What follows belongs to an exercise in optimizing a design on an open flow for small area, a short achievable clock period and few clock cycles per item; a production flow would make more cautious choices. The RTL was checked by simulation tests, not by an equivalence proof against the original design.

== T ==
==> flow/design.v (excerpt) <==
module hilo_muldiv_unit #(
  parameter int WIDTH      = 32,
  parameter int MUL_STAGES = 2
) (
  input  logic               clk,
  input  logic               rst,
  input  logic               start,
  input  logic [2:0]         op,
  input  logic [WIDTH-1:0]   a,
  input  logic [WIDTH-1:0]   b,
  input  logic               flush,
  output logic               busy,
  output logic               done,
  output logic               div_by_zero,
  output logic [WIDTH-1:0]   hi,
  output logic [WIDTH-1:0]   lo
);
  localparam logic [2:0] OP_MULT  = 3'd1;
  localparam logic [2:0] OP_MULTU = 3'd2;
  localparam logic [2:0] OP_DIV   = 3'd3;
  localparam logic [2:0] OP_DIVU  = 3'd4;
  localparam logic [2:0] OP_MTHI  = 3'd5;
  localparam logic [2:0] OP_MTLO  = 3'd6;
  typedef enum logic [3:0] {
    S_IDLE = 4'd0,
    S_MUL  = 4'd1,    
    S_MCOR = 4'd2,    
    S_DSW  = 4'd3,    
    S_DNA  = 4'd4,    
    S_DNB  = 4'd5,    
    S_NORM = 4'd6,    
    S_DIT  = 4'd7,    
    S_NQ   = 4'd8,    
    S_NR   = 4'd9     
  } state_t;
  state_t       state_q, state_d;
  logic         busy_q, busy_d;
  logic         done_q, done_d;
  logic         dz_q, dz_d;
  logic [31:0]  hi_q, lo_q;
  logic         hi_en, lo_en;
  logic [31:0]  hi_d, lo_d;
  logic [5:0]   cnt_q, cnt_d;
  logic         sgn_q, qneg_q, rneg_q;
  logic         qneg_d, rneg_d, sgn_d;
  logic [31:0]  x_q, x_d;      
  logic [32:0]  ph_q, ph_d;    
  logic [31:0]  pl_q, pl_d;    
  logic         pb_q, pb_d;    
  assign busy        = busy_q;
  assign done        = done_q;
  assign div_by_zero = dz_q;
  ...
==> flow/config.mk <==
export PLATFORM = sky130hd
export DESIGN_NAME = hilo_muldiv_unit
export DESIGN_NICKNAME = hilo_muldiv_unit
export VERILOG_FILES = /design/flow/design.v
export SDC_FILE = /design/flow/constraint.sdc
export NUM_CORES = 4
export LEC_CHECK = 0
export ABC_AREA = 1
export CAP_MARGIN = 20
export CORE_MARGIN = 2
export CORE_UTILIZATION = 40
export SLEW_MARGIN = 20
export TNS_END_PERCENT = 0
==> flow/constraint.sdc <==
create_clock -name core_clock -period 12.5 [get_ports {clk}]
set_input_delay 2.5000 -clock core_clock [delete_from_list [all_inputs] [get_ports {clk}]]
set_output_delay 2.5000 -clock core_clock [all_outputs]
set_load 0.01 [all_outputs]
standard.sh (not shown) runs the stock make flow with config.mk's settings and CLKGATE_MAP_FILE= SYNTH_SCRIPT=/design/flow/synth_recipe.tcl, a recipe that flattens the netlist after the stock synthesis.
==> flow/flow/run.sh <==
#!/bin/bash
# Standard ORFS layout, asking repair_timing for extra setup slack so that
# the achieved period is optimised rather than just the 12.5 ns target.
set -euo pipefail
bash standard.sh SETUP_SLACK_MARGIN=8.0 finish > standard_flow.log 2>&1
The flow did not stop early for T: all stages ran, and the layout cleared the timing, design-rule and antenna checks.
Testbench counts of T, summed over its fixed seeds: cycles 23,721, items 4,800.
#### Input delta (S over T)
--- a/flow/config.mk
+++ b/flow/config.mk
@@ -6,8 +6,7 @@
 export NUM_CORES = 4
 export LEC_CHECK = 0
-export ABC_AREA = 1
 export CAP_MARGIN = 20
 export CORE_MARGIN = 2
-export CORE_UTILIZATION = 40
+export CORE_UTILIZATION = 55
 export SLEW_MARGIN = 20
 export TNS_END_PERCENT = 0
==> comparison <==
- Sort T and S by cell count asc -> top: S
- S: area growth from synthesis to final layout lower than T
- Compared with T, area after synthesis in S decreased slightly.
- Largest net degree at the start of global routing in S is 3 lower than in T
- For S, the top routing layer in use was met4, unlike T, where it was met5.
- On setup slack, T loses to S.
- S ended up with a higher total global-route track usage than T did.

---

hilo_muldiv_unit, a different RTL version from the one above (not shown whole).
For scale: about 2400 cells after synthesis, about 140 I/O pins, ~0.021 sq mm of cells after synthesis.
clock: 12.5 ns
lec_check: 0
cap_margin: 20
core_margin: 2
core_utilization: 65
slew_margin: 20
tns_end_percent: 0
Scripts as last shown in full above: flow/flow/run.sh
Testbench counts at the start, summed over its fixed seeds: cycles 22,445, items 4,800.
Then changed:
--- a/flow/flow/run.sh
+++ b/flow/flow/run.sh
@@ -5 +5 @@
-bash standard.sh SETUP_SLACK_MARGIN=8.0 finish > standard_flow.log 2>&1
+bash standard.sh SETUP_SLACK_MARGIN=9.5 finish > standard_flow.log 2>&1
- CORE_UTILIZATION: 65 -> 55
Outcome: The new run finished clean; flip-flop and latch count does not change; area after synthesis does not change; synthesized cell count does not change; worst hold slack degrades by 22 ps.
Then changed:
==> flow/run.sh (new file) <==
#!/bin/bash
# synth_recipe.tcl (not shown) runs the flow's synth.tcl, then flattens the netlist and writes it again
# the make line also repeats each setting of config.mk as NAME=value (left out here)
make -C /OpenROAD-flow-scripts/flow DESIGN_CONFIG=/design/flow/config.mk WORK_HOME=/design/flow/orfs CLKGATE_MAP_FILE= SYNTH_SCRIPT=/design/flow/synth_recipe.tcl finish
- SETUP_SLACK_MARGIN: default -> 5
removed: flow/flow/run.sh
removed: flow/standard.sh
Effect: Final area went down by about 8%. Routed wire length is lower by about 5%. First-iteration DRC count falls by 2.3%. Non-clock buffer count drops by 123. Count of clock-buffer cells in the layout does not change.

---

== MS ==
hilo_muldiv_unit again, from the RTL that the note above started with.
Settings: LEC_CHECK=0, CAP_MARGIN=20, CORE_MARGIN=2, CORE_UTILIZATION=55, SLEW_MARGIN=20, TNS_END_PERCENT=0; clock period 12.5 ns.
==> flow/flow/run.sh <==
#!/bin/bash
# Standard ORFS layout, asking repair_timing for extra setup slack so that
# the achieved period is optimised rather than just the 12.5 ns target.
set -euo pipefail
bash standard.sh SETUP_SLACK_MARGIN=8.0 finish > standard_flow.log 2>&1
Testbench counts of MS, summed over its fixed seeds: cycles 22,445, items 4,800.
### MS -> TR
--- a/flow/flow/run.sh
+++ b/flow/flow/run.sh
@@ -4,2 +4,2 @@
 set -euo pipefail
-bash standard.sh SETUP_SLACK_MARGIN=8.0 finish > standard_flow.log 2>&1
+bash standard.sh SETUP_SLACK_MARGIN=7.0 finish > standard_flow.log 2>&1
==> comparison <==
Of MS and TR, MS shows the higher fraction of area in multi-input gates, with TR below it. Summary of the comparison: filler-free cell count of the finished design is lower in TR, relative to MS. For the final weighted congestion in routability-driven placement, TR came in about 1.3% higher than MS did. Number of clock buffers inserted by TritonCTS: MS vs TR identical. Compared TR vs MS, and highest net fanout along the worst path is up in TR. [TR vs MS] layout-stage area growth over the synthesis result: lower in TR. Diff MS and TR: final area lower in TR.

---

Setup of north:
hilo_muldiv_unit with an RTL version that a note above also has.
For scale: ~2300 cells after synthesis, roughly 140 I/O pins.
clock: 12.5 ns
lec_check: 0
cap_margin: 20
core_margin: 2
core_utilization: 55
slew_margin: 20
tns_end_percent: 0
==> flow/flow/run.sh <==
#!/bin/bash
# Standard ORFS layout, asking repair_timing for extra setup slack so that
# the achieved period is optimised rather than just the 12.5 ns target.
set -euo pipefail
bash standard.sh SETUP_SLACK_MARGIN=9.5 finish > standard_flow.log 2>&1
Testbench counts of north, summed over its fixed seeds: cycles 23,721, items 4,800.
Modified inputs, south compared to north
- a change of CORE_UTILIZATION from 55 to 40
-- flow/flow/run.sh --
<<< north, line 4
set -euo pipefail
bash standard.sh SETUP_SLACK_MARGIN=9.5 finish > standard_flow.log 2>&1
>>> south, line 4
set -euo pipefail
bash standard.sh SETUP_SLACK_MARGIN=8.0 finish > standard_flow.log 2>&1
Results
Between south and north, it is south whose number of gates resized after CTS is higher, by about 4%. The higher hold slack came out of north. Measured against north, the die area of south comes out at 1.4 times the reference value. Sequential cell area share: higher on north. Clock tree cell share of total cell area of south is on par with north. For south, the cell with the biggest individual delay on the critical path was sky130_fd_sc_hd__o221ai_1, unlike north, where it was sky130_fd_sc_hd__fa_1. | clock skew | lower: south |. Critical path depth: south < north. Comparing north and south, the higher worst setup slack was measured on north. [south] number of fillers in the final layout rose 56% relative to north. The higher met2 track demand over resource in global routing of north and south is in north. Number of DRC violations after detailed-routing iteration 0: south lower than north.

port drivers added, routing unchanged:
In the flow no input, the clock included, has a driving cell. The finished layouts below were timed again as built, in two steps. Step 1 assumes that a clkbuf_16 drives the clock port and a buf_2 every other input. Step 2 adds t to the input delays and takes it off the output delays; t is the mean of the earliest and latest rising clock arrival at the registers after step 1. Input paths then give back, and output paths get back, about the clock's delay inside the block. Slacks: ideal ports / drivers / drivers and shift; pairs: ideal ports / drivers.
run | t (ns) | setup slack, ns | latest minus earliest clock arrival (ns)
T | 0.544 | 6.899 / 6.899 / 6.899 | 0.026 / 0.026
S | 0.514 | 6.992 / 6.992 / 6.855 | 0.018 / 0.018
the first run of note 2 | 0.511 | 6.737 / 6.737 / 6.737 | 0.022 / 0.022
the second run of note 2 | 0.518 | 6.903 / 6.903 / 6.903 | 0.014 / 0.015
the third run of note 2 | 0.513 | 5.720 / 5.720 / 5.720 | 0.022 / 0.022
MS | 0.518 | 6.903 / 6.903 / 6.903 | 0.014 / 0.015
TR | 0.526 | 6.599 / 6.599 / 6.599 | 0.017 / 0.017
north | 0.514 | 6.992 / 6.992 / 6.855 | 0.018 / 0.018
south | 0.510 | 6.855 / 6.855 / 6.601 | 0.013 / 0.013
After both steps setup and hold are still met in every run listed. The setup slack of south, which loses most, moves by 0.000 ns with the drivers and by -0.254 ns with both steps.
